From an optimization exercise on the open Yosys and OpenROAD flow, aimed at small area and a short achievable clock period; shortcuts taken in it are not production practice. Only simulation tests tie the RTL to the original design; equivalence was not proved.

File: design/flow/design.v
package cic_pkg;
  localparam int IN_WIDTH  = 18;
  localparam int OUT_WIDTH = 18;
  localparam int ACC_WIDTH = 42;
endpackage
module cic_round (
  input  logic [cic_pkg::ACC_WIDTH-1:0]        acc,
  input  logic [2:0]                           sel,
  output logic signed [cic_pkg::OUT_WIDTH-1:0] rounded
);
  logic [cic_pkg::OUT_WIDTH-1:0] slice;
  logic                          rnd_bit;
  always_comb begin
    case (sel)
      3'd0:    begin slice = acc[21:4];  rnd_bit = acc[3];  end
      3'd1:    begin slice = acc[25:8];  rnd_bit = acc[7];  end
      3'd2:    begin slice = acc[29:12]; rnd_bit = acc[11]; end
      3'd3:    begin slice = acc[33:16]; rnd_bit = acc[15]; end
      3'd4:    begin slice = acc[37:20]; rnd_bit = acc[19]; end
      default: begin slice = acc[41:24]; rnd_bit = acc[23]; end
    endcase
    rounded = slice + cic_pkg::OUT_WIDTH'(rnd_bit);
  end
endmodule
module cic_interpolator (
  input  logic                clock,
  input  logic                reset_n,
  input  logic [5:0]          interpolation,
  input  logic                clear_underflow,
  output logic                underflow,
  input  logic                out_strobe,
  input  logic                in_valid,
  input  logic signed [17:0]  in_data,
  output logic                in_ready,
  output logic                out_valid,
  output logic signed [17:0]  out_data
);
  localparam int AW = cic_pkg::ACC_WIDTH;
  logic [5:0]          phase_q;
  logic                phase_nz_q;
  logic signed [17:0]  comb_last0_q;
  logic signed [18:0]  comb1_q, comb_last1_q;
  logic signed [19:0]  comb2_q, comb_last2_q;
  logic signed [20:0]  comb3_q, comb_last3_q;
  logic signed [21:0]  comb4_q, comb_last4_q;
  logic signed [21:0]  integ1_q;
  logic [AW-1:0]       integ2_q, integ3_q, integ4_q, integ5_q;
  logic signed [17:0]  out_data_q;
  logic                out_valid_q;
  logic                underflow_q;
  logic                load_tick;
  logic                wrap;
  logic signed [17:0]  x;
  logic [2:0]          slice_sel;
  logic signed [17:0]  rounded;
  assign load_tick = out_strobe && !phase_nz_q;
  assign x         = in_valid ? in_data : 18'sd0;
  assign wrap      = ({1'b0, phase_q} + 7'd1) >= {1'b0, interpolation};
  always_comb begin
    if (interpolation < 6'd2 || interpolation > 6'd40) slice_sel = 3'd5;
    else if (interpolation <= 6'd2)  slice_sel = 3'd0;
    else if (interpolation <= 6'd4)  slice_sel = 3'd1;
    else if (interpolation <= 6'd8)  slice_sel = 3'd2;
    else if (interpolation <= 6'd16) slice_sel = 3'd3;
    else if (interpolation <= 6'd32) slice_sel = 3'd4;
    else                             slice_sel = 3'd5;
  end
  cic_round u_round (
    .acc     (integ5_q),
    .sel     (slice_sel),
    .rounded (rounded)
  );
  always_ff @(posedge clock or negedge reset_n) begin
    if (!reset_n) begin
      phase_q      <= '0;
      phase_nz_q   <= 1'b0;
      comb_last0_q <= '0;
      comb1_q      <= '0;
      comb_last1_q <= '0;
      comb2_q      <= '0;
      comb_last2_q <= '0;
      comb3_q      <= '0;
      comb_last3_q <= '0;
      comb4_q      <= '0;
      comb_last4_q <= '0;
      integ1_q     <= '0;
      integ2_q     <= '0;
      integ3_q     <= '0;
      integ4_q     <= '0;
      integ5_q     <= '0;
      out_valid_q  <= 1'b0;
      underflow_q  <= 1'b0;
    end else begin
      if (out_strobe) begin
        phase_q      <= wrap ? 6'd0 : phase_q + 6'd1;
        phase_nz_q   <= !wrap;
        integ2_q     <= integ2_q + AW'(integ1_q);
        integ3_q     <= integ3_q + integ2_q;
        integ4_q     <= integ4_q + integ3_q;
        integ5_q     <= integ5_q + integ4_q;
      end
      if (load_tick) begin
        comb_last0_q <= x;
        comb1_q      <= x - comb_last0_q;
        comb_last1_q <= comb1_q;
        comb2_q      <= comb1_q - comb_last1_q;
        comb_last2_q <= comb2_q;
        comb3_q      <= comb2_q - comb_last2_q;
        comb_last3_q <= comb3_q;
        comb4_q      <= comb3_q - comb_last3_q;
        comb_last4_q <= comb4_q;
        integ1_q     <= comb_last4_q;
      end
      out_valid_q <= out_strobe;
      if (load_tick && !in_valid) underflow_q <= 1'b1;
      else if (clear_underflow)   underflow_q <= 1'b0;
    end
  end
  always_ff @(posedge clock) begin
    out_data_q <= rounded;
  end
  assign in_ready  = load_tick;
  assign out_valid = out_valid_q;
  assign out_data  = out_data_q;
  assign underflow = underflow_q;
endmodule
File: design/flow/run.sh
#!/bin/bash
# synth_recipe.tcl (not shown) runs the flow's synth.tcl, then flattens the netlist and writes it again
# the make line also repeats each setting of config.mk as NAME=value (left out here)
make -C /OpenROAD-flow-scripts/flow DESIGN_CONFIG=/design/flow/config.mk WORK_HOME=/design/flow/orfs CLKGATE_MAP_FILE= SYNTH_SCRIPT=/design/flow/synth_recipe.tcl finish
File: design/flow/config.mk
export PLATFORM = sky130hd
export DESIGN_NAME = cic_interpolator
export DESIGN_NICKNAME = cic_interpolator
export VERILOG_FILES = /design/flow/design.v
export SDC_FILE = /design/flow/constraint.sdc
export NUM_CORES = 4
export LEC_CHECK = 0
export CAP_MARGIN = 20
export CORE_MARGIN = 2
export CORE_UTILIZATION = 40
export PLACE_DENSITY = 0.6
export SLEW_MARGIN = 20
File: design/flow/constraint.sdc
create_clock -name core_clock -period 6.5 [get_ports {clock}]
set_input_delay 1.3000 -clock core_clock [delete_from_list [all_inputs] [get_ports {clock}]]
set_output_delay 1.3000 -clock core_clock [all_outputs]
set_load 0.01 [all_outputs]
==> metrics.md, run 1 <==
| Metric | Value |
|---|---|
| Area of the multi-input gates | 16200 sq um |
| Setup_tns | 0 ps |
| IO Pins | 50 |
| Critical Path Max Stage Delay | between 700 and 800 ps |
| Top_reg_cell synth | dfrtp_1 |
| Final setup fails | 0 |
| Fmax achieved | 207 MHz |
| Vias in the first global route | 21600 |
| Final Hold Viols | 0 |
| FF+latch count, synth | 399 |
| Setup bufs post-CTS | 0 |
| Crit. End Element | output port |
| Synth-to-Final Area Change | 10.7% |
| First drt pass iteration count | 10 |
| Synth area leader | dfrtp_1 |
| Max Cap Viol | 0 |
| Initial Util | 40.4% |
| Worst endpoint data arrival time | 3540 ps |
| Layout cells sized above 1 | between 9 and 10% |
| Synthesized area | 27100 sq um |
| Port bufs | about 50 |
| CTS resizes | 0 |
| Dpl hpwl | 45600 microns |
| Filler Cell Count | 6476 |
| Die width | 264 microns |
| GPL Wtd Cong | 0.871 |
| Drt via density | around 5.5 |
| Final ANT Viol Nets | 0 |
| Syn Nets | 3282 |
| Pins Over Slew Limit | 0 |
| Sequential area share after synthesis | 36.5% |
| Initial antenna violation count | 0 |
| Placed cell area | around 28000 sq um |
| Post-route cell area | 30000 sq um |
| Global-route congestion overflow total | 0 |
| Ant diodes | 0 |
| Tmin final | 4840 ps |
| # clock sinks | between 300 and 400 |
| CTS tree | yes |
| Setup Skew | 31.1 ps |
| Worst skew pair latency | 600 ps |
| Die area | between 60000 and 70000 sq um |
| Unrepaired setup endpoints after global routing | no |
| Crit path max fanout | ~110 |
| Via count | 21400 |
| Crit-path slowest cell | clkdlybuf4s50_1 |
| H-tree Lvls | 2 |
| TritonCTS Buffers | 47 |
| Post-synthesis cell type count | 96 |
| Layout Nets | 3290 |
| Crit-path cells | buf_6, nand2_4, inv_6, clkdlybuf4s50_1 |
| CTS root buffer | clkbuf_16 |
| Clock Path Buffers | 3 |
| Run status | finished clean |
| WL/cell | 16.0 microns |
| Core area | 67200 sq um |
| DRC viols | 0 |
| Pin count of the biggest net entering global routing | 143 |
| Commonest cells in the netlist | nand2_1, dfrtp_1, ha_1 |
| HP Class | register to register |
| Post-Route WL | about 62000 microns |
| Initial detailed-routing violation count | 1234 |
| Cell with the most instances after synthesis | nand2_1 |
| Die height | 264 microns |
| Post-synth EDFFs | 0 |
| Post-Syn Area per Cell | 9.07 sq um |
| Total track usage | 18.1% |
| Share of flip-flops with an asynchronous set or reset | 95.5% |
| CP startpoint kind | input pin |
| Cells after synthesis | 2993 |
| Register area | between 9000 and 10000 sq um |
| Total number of placement rows | 95 |
| Type of the worst setup path | input pin to output port |
| First-pass GRT wire length | 106000 microns |
| Top cell type's share of synthesized area | 35.1% |
| Synth top area cells | dfrtp_1, ha_1, nand2_1, mux2_2, o21ai_0 |
| Worst EP required | around 5200 ps |
| Syn. warnings | 2 |
| Slew HR | a little over a fifth |
| Worst Tran Pin Value | 1180 ps |
| Worst-path clk slew | 60 ps |
| Part of the cycle the worst path needs | about three quarters |
| CTS Hold Bufs | 0 |
[kinds of logic after synthesis]
family / share of synthesized area [%]
AO/OA/AOI/OAI: 20.0
XOR/XNOR: 6.94
flip-flops: 36.5
adder cells (fa/ha/maj): 12.2
multiplexers: 5.72
buffers and inverters: 3.77
AND/OR/NAND/NOR: 14.9
[path summary, 6_finish.rpt]
check	from	endpoint	slack [ps]	cells after the start
setup / recovery	out_strobe	in_ready	1660	4
setup reg to reg	integ1_q[0]$_DFFE_PN0P_	integ2_q[40]$_DFFE_PN0P_	2400	14
hold reg to reg	comb4_q[5]$_DFFE_PN0P_	comb_last4_q[5]$_DFFE_PN0P_	460	2
hold / removal	comb4_q[5]$_DFFE_PN0P_	comb_last4_q[5]$_DFFE_PN0P_	460	2
max in group asynchronous	reset_n	comb3_q[0]$_DFFE_PN0P_	4660	2
min in group asynchronous	reset_n	integ3_q[33]$_DFFE_PN0P_	670	1
[worst max-delay path, delay by kind of cell]
kind	cells	cell delay, ps
buf+inv	3	1750
simple gates	1	360
[sequential cells by signal (all words and copies together) (netlist names), 21 cells and up]
register / count
comb3_q: 21
comb4_q: 22
comb_last3_q: 21
comb_last4_q: 22
integ1_q: 22
integ2_q: 42
integ3_q: 42
integ4_q: 42
integ5_q: 42
[layer usage]
metal	share of wire, %	up-vias	track usage (%)
met2	50	323	32.9
met1	43	10300	22.0
met5	0	-	0
met3	3.2	100	2.30
met4	2.9	0	5.94
li1	-	10700	-
[through the flow]
| stage | std cells | setup slack, ps | utilization, % | hold slack [ps] |
|---|---|---|---|---|
| 5_1_grt | 3911 | 1450 | 44.7 | 481 |
| 3_3_place_gp | 3825 | 1270 | 42.3 | 449 |
| 3_5_place_dp | 3825 | 1300 | 42.3 | 451 |
| 4_1_cts | 3911 | 1600 | 44.7 | 467 |
| 6_report | 3911 | 1660 | 44.7 | 464 |
| 2_1_floorplan | 2993 | 2530 | - | 433 |
[final cells by class]
class	count	share of cell area, %
Clock buffer	68	4.74
Clock inverter	18	0.641
Inverter	163	2.05
Multi-Input combinational cell	2331	54.0
Sequential cell	399	32.9
Tap cell	873	3.64
Timing Repair Buffer	59	1.99
[layout by cell type, fill, tap and decap left out, drive strengths merged, types with 82 or more instances in the layout]
cell,netlist,routed
dfrtp,381,381
inv,162,165
xnor2,133,133
a21oi,186,186
ha,252,252
xor2,82,82
mux2,129,129
nor2,144,144
a21o,119,119
o21ai,260,260
nand2,434,434
==> run 2: changes to the inputs <==
--- a/design/flow/config.mk
+++ b/design/flow/config.mk
@@ -7,2 +7,3 @@
 export LEC_CHECK = 0
+export ABC_CLOCK_PERIOD_IN_PS = 3000
 export CAP_MARGIN = 20
@@ -11,2 +12,3 @@
 export PLACE_DENSITY = 0.6
+export SETUP_SLACK_MARGIN = 3.0
 export SLEW_MARGIN = 20
==> run 2 against run 1 <==
Synthesized area did not move. Core utilization rose by 1.7 points. Non-clock buffer count rose by 63. Register-to-register slack improved by 720 ps. Critical endpoint unchanged. Flip-flop and latch count did not move. Die area did not move. Global-route usage rose by 0.59 points. Highest routed layer is now met5. Largest cell class unchanged.
==> metrics.md, run 2 <==
| Metric | Value |
|---|---|
| Run status | finished clean |
| First drt pass iteration count | 6 |
| Dpl hpwl | roughly 45000 microns |
| First-pass GRT wire length | 109000 microns |
| WL/cell | roughly 17 microns |
| Hold Slack | 464 ps |
| Worst skew pair latency | 590 ps |
| Synth-to-Final Area Change | 15.0% |
| TritonCTS Buffers | 45 |
| Total track usage | between 10% and 20% |
| Post-Route WL | 65800 microns |
| Final setup fails | 0 |
| Die area | 69900 sq um |
| Final Hold Viols | 0 |
| Cells after synthesis | 2993 |
| Die height | 264 microns |
| Syn Nets | around 3300 |
| Crit. End Element | output port |
| Post-Syn Area per Cell | 9.07 sq um |
| Pin count of the biggest net entering global routing | around 150 |
| Layout cells sized above 1 | 14.1% |
| FF+latch count, synth | 399 |
| Share of flip-flops with an asynchronous set or reset | 95.5% |
| Max Cap Viol | 0 |
| Hold_sp | comb4_q[18]$_DFFE_PN0P_ |
| Critical Path Source | out_strobe |
| Die width | about 260 microns |
| Post-synth EDFFs | 0 |
| Fmax achieved | between 200 and 300 MHz |
| Via count | between 20000 and 25000 |
| Clock Path Buffers | 3 |
| Ant diodes | 0 |
| Commonest cells in the netlist | nand2_1, dfrtp_1, ha_1 |
| Worst EP required | around 5200 ps |
| Initial detailed-routing violation count | around 1400 |
| Syn. warnings | 2 |
| Setup Skew | 21.7 ps |
| Initial antenna violation count | 1 |
| Cell with the most instances after synthesis | nand2_1 |
| Synth top area cells | dfrtp_1, ha_1, nand2_1, mux2_2, o21ai_0 |
| Top_reg_cell synth | dfrtp_1 |
| Final ANT Viol Nets | 0 |
| CTS root buffer | clkbuf_16 |
| Crit path max fanout | 11 |
| CTS Hold Bufs | 0 |
| DRC viols | 0 |
| Setup_tns | 0 ps |
| HP Class | register to register |
| Worst endpoint data arrival time | between 2000 and 2500 ps |
| Vias in the first global route | 21700 |
| Sequential area share after synthesis | 36.5% |
| Total number of placement rows | 95 |
| Most frequent cells in the layout | nand2_1, dfrtp_1, ha_1 |
| Core area | 67200 sq um |
| Global-route congestion overflow total | 0 |
| Commonest non-fill, non-tap cell in the layout | nand2_1 |
| Pins Over Slew Limit | 0 |
| Synth area leader | dfrtp_1 |
| Post-synthesis cell type count | 96 |
| CP startpoint kind | input pin |
| Filler Cell Count | around 6300 |
| Part of the cycle the worst path needs | around 53% |
| CTS tree | yes |
| Worst-path clk slew | 60 ps |
| Drt via density | around 5.5 |
| Type of the worst setup path | input pin to output port |
| Initial Util | 40.4% |
| Tmin final | 3470 ps |
| # clock sinks | 399 |
| Slew HR | 34.0% |
| H-tree Lvls | 2 |
| Layout Nets | 3356 |
| Unrepaired setup endpoints after global routing | yes |
| GPL Wtd Cong | 0.863 |
| Worst Tran Pin Value | 990 ps |
| Synthesized area | about 27000 sq um |
| Top cell type's share of synthesized area | 35.1% |
| IO Pins | 50 |
| Port bufs | 49 |
| Reg-to-reg critical path startpoint | integ3_q[6]$_DFFE_PN0P_ |
==> run 2: critical path, cell delays in order <==
cell and delay, ps:
buf_16 140, nand2_8 90, inv_16 80, clkdlybuf4s50_1 530
==> run 2: worst paths after layout <==
check	slack (ps)	endpoint	cells past startpoint
max in group asynchronous	4650	comb2_q[5]$_DFFE_PN0P_	2
min in group asynchronous	640	integ2_q[36]$_DFFE_PN0P_	1
hold / removal	460	comb_last4_q[18]$_DFFE_PN0P_	2
hold reg to reg	460	comb_last4_q[18]$_DFFE_PN0P_	2
setup / recovery	3030	in_ready	4
setup reg to reg	3120	integ4_q[41]$_DFFE_PN0P_	12
==> run 2: metal layers <==
layer	up-vias	wire length, microns	GRT usage [%]	part of all wire (%)
met5	-	13	0	0.020
met4	2	1590	5.42	2.4
met3	95	2410	2.77	3.7
met2	335	33500	33.7	51
met1	10500	28300	22.9	43
li1	10900	-	-	-
==> run 2: area by class of cell <==
| type | count | area (sq um) | share of cell area, % |
|---|---|---|---|
| Clock buffer | 64 | 1320 | 4.22 |
| Clock inverter | 11 | 131 | 0.421 |
| Inverter | 163 | 628 | 2.01 |
| Multi-Input combinational cell | 2333 | 17000 | 54.3 |
| Sequential cell | 399 | 9910 | 31.7 |
| Tap cell | 873 | 1090 | 3.50 |
| Timing Repair Buffer | 122 | 1160 | 3.73 |
| Timing Repair inverter | 3 | 26.3 | 0.0842 |
==> run 2: timing repair <==
item                       CTS  global route
cloned                       7             0
pin swaps                   27            49
setup endpoints to repair   61            59
setup buffers               32            28
gates resized for setup     81            82
==> run 2: logic make-up after synthesis <==
logic type               Yosys count  synth area share [%]
multiplexers                     139                  5.72
XOR/XNOR                         215                  6.94
adder cells (fa/ha/maj)          260                  12.2
buffers and inverters            263                  3.77
AND/OR/NAND/NOR                  877                  14.9
flip-flops                       399                  36.5
AO/OA/AOI/OAI                    840                  20.0
==> run 2: stage by stage <==
step | instances | utilization, % | worst slack, ps | instance area [sq um]
after floorplan | 2993 | - | 2840 | 27300
after global placement | 3825 | 42.5 | 1540 | 28500
after detailed placement | 3825 | 42.5 | 1440 | 28500
after CTS | 3939 | 45.6 | 3000 | 30600
after global routing | 3968 | 46.5 | 2870 | 31200
final | 3968 | 46.5 | 3030 | 31200
==> run 3: changes to the inputs <==
--- a/design/flow/config.mk
+++ b/design/flow/config.mk
@@ -7,8 +7,7 @@
 export LEC_CHECK = 0
-export ABC_CLOCK_PERIOD_IN_PS = 3000
 export CAP_MARGIN = 20
 export CORE_MARGIN = 2
-export CORE_UTILIZATION = 40
-export PLACE_DENSITY = 0.6
-export SETUP_SLACK_MARGIN = 3.0
+export CORE_UTILIZATION = 55
+export PLACE_DENSITY = 0.7
+export SETUP_SLACK_MARGIN = 3.4
 export SLEW_MARGIN = 20
==> run 3 against run 2 <==
Register-to-register slack better by 110 ps. Sequential share of layout area fell by 1.9 points. Wire length up 5.6%.
==> metrics.md, run 3 <==
| Metric | Value |
|---|---|
| Critical Path Max Stage Delay | 580 ps |
| Crit. End Element | register |
| Syn. warnings | 2 |
| Run status | finished clean |
| CTS tree | yes |
| FF+latch count, synth | 399 |
| Synth area leader | dfrtp_1 |
| Critical Path Source | interpolation[3] |
| Filler Cell Count | approximately 3800 |
| Post-synthesis cell type count | 96 |
| Fmax achieved | approximately 300 MHz |
| Cell with the most instances after synthesis | nand2_1 |
| CTS Hold Bufs | 0 |
| Slew HR | 31.8% |
| Total number of placement rows | 81 |
| Setup WS post-layout | 3180 ps |
| Post-Route WL | 69500 microns |
| Unrepaired setup endpoints after global routing | yes |
| Final Hold Viols | 0 |
| Final setup fails | 0 |
| Type of the worst setup path | input pin to register |
| Most frequent cells in the layout | nand2_1, dfrtp_1, o21ai_0 |
| Part of the cycle the worst path needs | 51.0% |
| H-tree Lvls | 2 |
| Crit-path cells | buf_12, or4_4, o22ai_4, buf_6, buf_12, nand2_4, a41oi_2, nand3_2, nor4_4, and2_4, nand3_4, nor2_2, xnor2_1 |
| Worst endpoint data arrival time | approximately 3800 ps |
| Syn Nets | 3282 |
| Final ANT Viol Nets | 0 |
| Vias in the first global route | 22500 |
| Ant diodes | 0 |
| Post-Syn Area per Cell | around 9 sq um |
| CTS root buffer | clkbuf_16 |
| Layout Nets | 3472 |
| Sequential area share after synthesis | 36.5% |
| Crit-path slowest cell | or4_4 |
| Global-route congestion overflow total | 0 |
| Initial Util | a little under three fifths |
| CP startpoint kind | input pin |
| Worst Tran Pin Value | roughly 1000 ps |
| Reg-to-reg setup timing slack | 3230 ps |
| Synthesized area | 27100 sq um |
| Synth top area cells | dfrtp_1, ha_1, nand2_1, mux2_2, o21ai_0 |
| Worst EP required | 6970 ps |
| Top_reg_cell synth | dfrtp_1 |
| First-pass GRT wire length | 109000 microns |
| Cells after synthesis | 2993 |
| Worst-path clk slew | 60 ps |
| Crit path capture | out_data_q[17]$_DFF_P_ |
| Die area | 51100 sq um |
| R2R Path End | integ3_q[34]$_DFFE_PN0P_ |
| Pin count of the biggest net entering global routing | roughly 130 |
| Total track usage | 26.0% |
| Tmin final | 3320 ps |
| Via count | 22900 |
| Layout cells sized above 1 | ~22% |
| Commonest cells in the netlist | nand2_1, dfrtp_1, ha_1 |
| DRC viols | 0 |
| Core area | 48800 sq um |
| Worst path most repeated cell | buf_12 |
| Initial detailed-routing violation count | 1636 |
| IO Pins | 50 |
| First drt pass iteration count | 9 |
| Worst R2R Path Depth | 15 |
| # clock sinks | 399 |
| Top cell type's share of synthesized area | 35.1% |
| Commonest non-fill, non-tap cell in the layout | nand2_1 |
| HP Class | register to register |
| Pre-CTS setup slack | between 1500 and 2000 ps |
| Worst skew pair latency | 600 ps |
| Drt via density | 5.89 |
| Synth-to-Final Area Change | 22.5% |
| Post-synth EDFFs | 0 |
| Share of flip-flops with an asynchronous set or reset | between 90% and 100% |
| Die height | 226 microns |
| Clock Path Buffers | 3 |
| Crit path max fanout | 6 |
| Reg-to-reg critical path startpoint | integ2_q[0]$_DFFE_PN0P_ |
| Initial antenna violation count | 0 |
| GPL Wtd Cong | 0.906 |
| Die width | 226 microns |
| Port bufs | between 40 and 50 |
| Dpl hpwl | 44000 microns |
| TritonCTS Buffers | 46 |
| Max Cap Viol | 0 |
| Setup Skew | between 15 and 20 ps |
| Pins Over Slew Limit | 0 |
| Setup_tns | 0 ps |
| WL/cell | 17.9 microns |
-- run 3: cell types whose count changed in the layout (fill, tap and decap cells not counted), sizes merged --
cell,previous run,this run
clkdlybuf4s15,0,1
buf,79,189
nand2,434,437
dlygate4sd2,2,0
clkdlybuf4s50,38,34
and2,31,32
inv,167,166
clkinv,8,12
dlymetal6s2s,1,2
clkbuf,64,73
-- run 3: area by class of cell --
type	count	area [sq um]	share of cell area, %
multi-input combinational	2337	18100	54.5
sequential	399	9930	29.9
timing repair buffer	233	2160	6.51
clock buffer	68	1340	4.04
tap	664	831	2.50
inverter	163	641	1.93
clock inverter	14	171	0.515
timing repair inverter	3	43.8	0.132
-- run 3: cell families after synthesis --
group | Yosys count | synth area share (%)
AO/OA/AOI/OAI | 840 | 20.0
XOR/XNOR | 215 | 6.94
adder cells (fa/ha/maj) | 260 | 12.2
buffers and inverters | 263 | 3.77
flip-flops | 399 | 36.5
multiplexers | 139 | 5.72
AND/OR/NAND/NOR | 877 | 14.9
-- run 3: worst min path at each step --
stage | from | cells past startpoint | slack [ps] | to
floorplan | comb4_q[19]$_DFFE_PN0P_ | 2 | 430 | comb_last4_q[19]$_DFFE_PN0P_
global placement | comb4_q[20]$_DFFE_PN0P_ | 2 | 450 | comb_last4_q[20]$_DFFE_PN0P_
detailed placement | comb4_q[0]$_DFFE_PN0P_ | 2 | 450 | comb_last4_q[0]$_DFFE_PN0P_
CTS | comb4_q[0]$_DFFE_PN0P_ | 2 | 460 | comb_last4_q[0]$_DFFE_PN0P_
global route | comb4_q[20]$_DFFE_PN0P_ | 2 | 480 | comb_last4_q[20]$_DFFE_PN0P_
finish | comb4_q[0]$_DFFE_PN0P_ | 2 | 460 | comb_last4_q[0]$_DFFE_PN0P_
-- run 3: critical path: cells and delay by family --
kind / cells / cell delay [ps]
and+or+nand+nor: 7 / 1550
AOI/OAI and AO/OA: 2 / 490
buffers and inverters: 3 / 380
xor gates and xnor gates: 1 / 70
-- run 3: through the flow --
step | std cells | area [sq um] | hold WS, ps | util, %
detailed placement | 3617 | 28400 | 446 | 58.1
floorplan | 2993 | 27500 | 433 | -
finish | 3881 | 33300 | 461 | 68.1
global route | 3881 | 33300 | 481 | 68.1
global placement | 3617 | 28400 | 450 | 58.1
CTS | 3798 | 31900 | 462 | 65.2
-- run 3: layer usage --
layer	GRT usage, %	share of wire [%]	vias up
met5	0	0	-
met2	48.1	52	523
met1	30.8	41	11100
li1	-	-	11100
met4	8.40	2.6	0
met3	3.97	4.3	140
-- run 3: repair_timing --
| item | in CTS | in global routing |
|---|---|---|
| resized for setup | 261 | 180 |
| endpoints found under the setup margin | 131 | 91 |
| pin swaps | 125 | 164 |
| gates cloned | 11 | 3 |
| setup buffers | 88 | 79 |

-- afterwards: timing with drivers on the ports --
How much do the figures lean on ideal ports? The routed layouts below were timed once more, with nothing changed but the port constraints. Step 1: set_driving_cell puts a clkbuf_16 on clock and a buf_2 on each other input, an assumption about the parent block. Step 2 times the ports against the registers' clock, not the clock port: input delays grow and output delays shrink by t, the midpoint of the rising clock arrivals with the driver on. Three values: ideal ports, drivers, drivers and shift; two values: the first two.
run	t (ns)	slack for setup (ns)	worst setup path at the end	latest minus earliest clock arrival (ns)	worst register clock-pin slew, ns
run 1	0.645	1.662 / 1.619 / 1.302	input to register	0.031 / 0.032	0.06 / 0.06
run 2	0.643	3.031 / 2.817 / 2.480	input to register	0.024 / 0.023	0.06 / 0.06
run 3	0.651	3.184 / 3.194 / 2.543	input to register	0.017 / 0.017	0.06 / 0.06
After both steps every run listed still meets setup and hold. For run 3, which loses most, drivers alone change the setup slack by +0.010 ns; drivers and shift together by -0.641 ns.
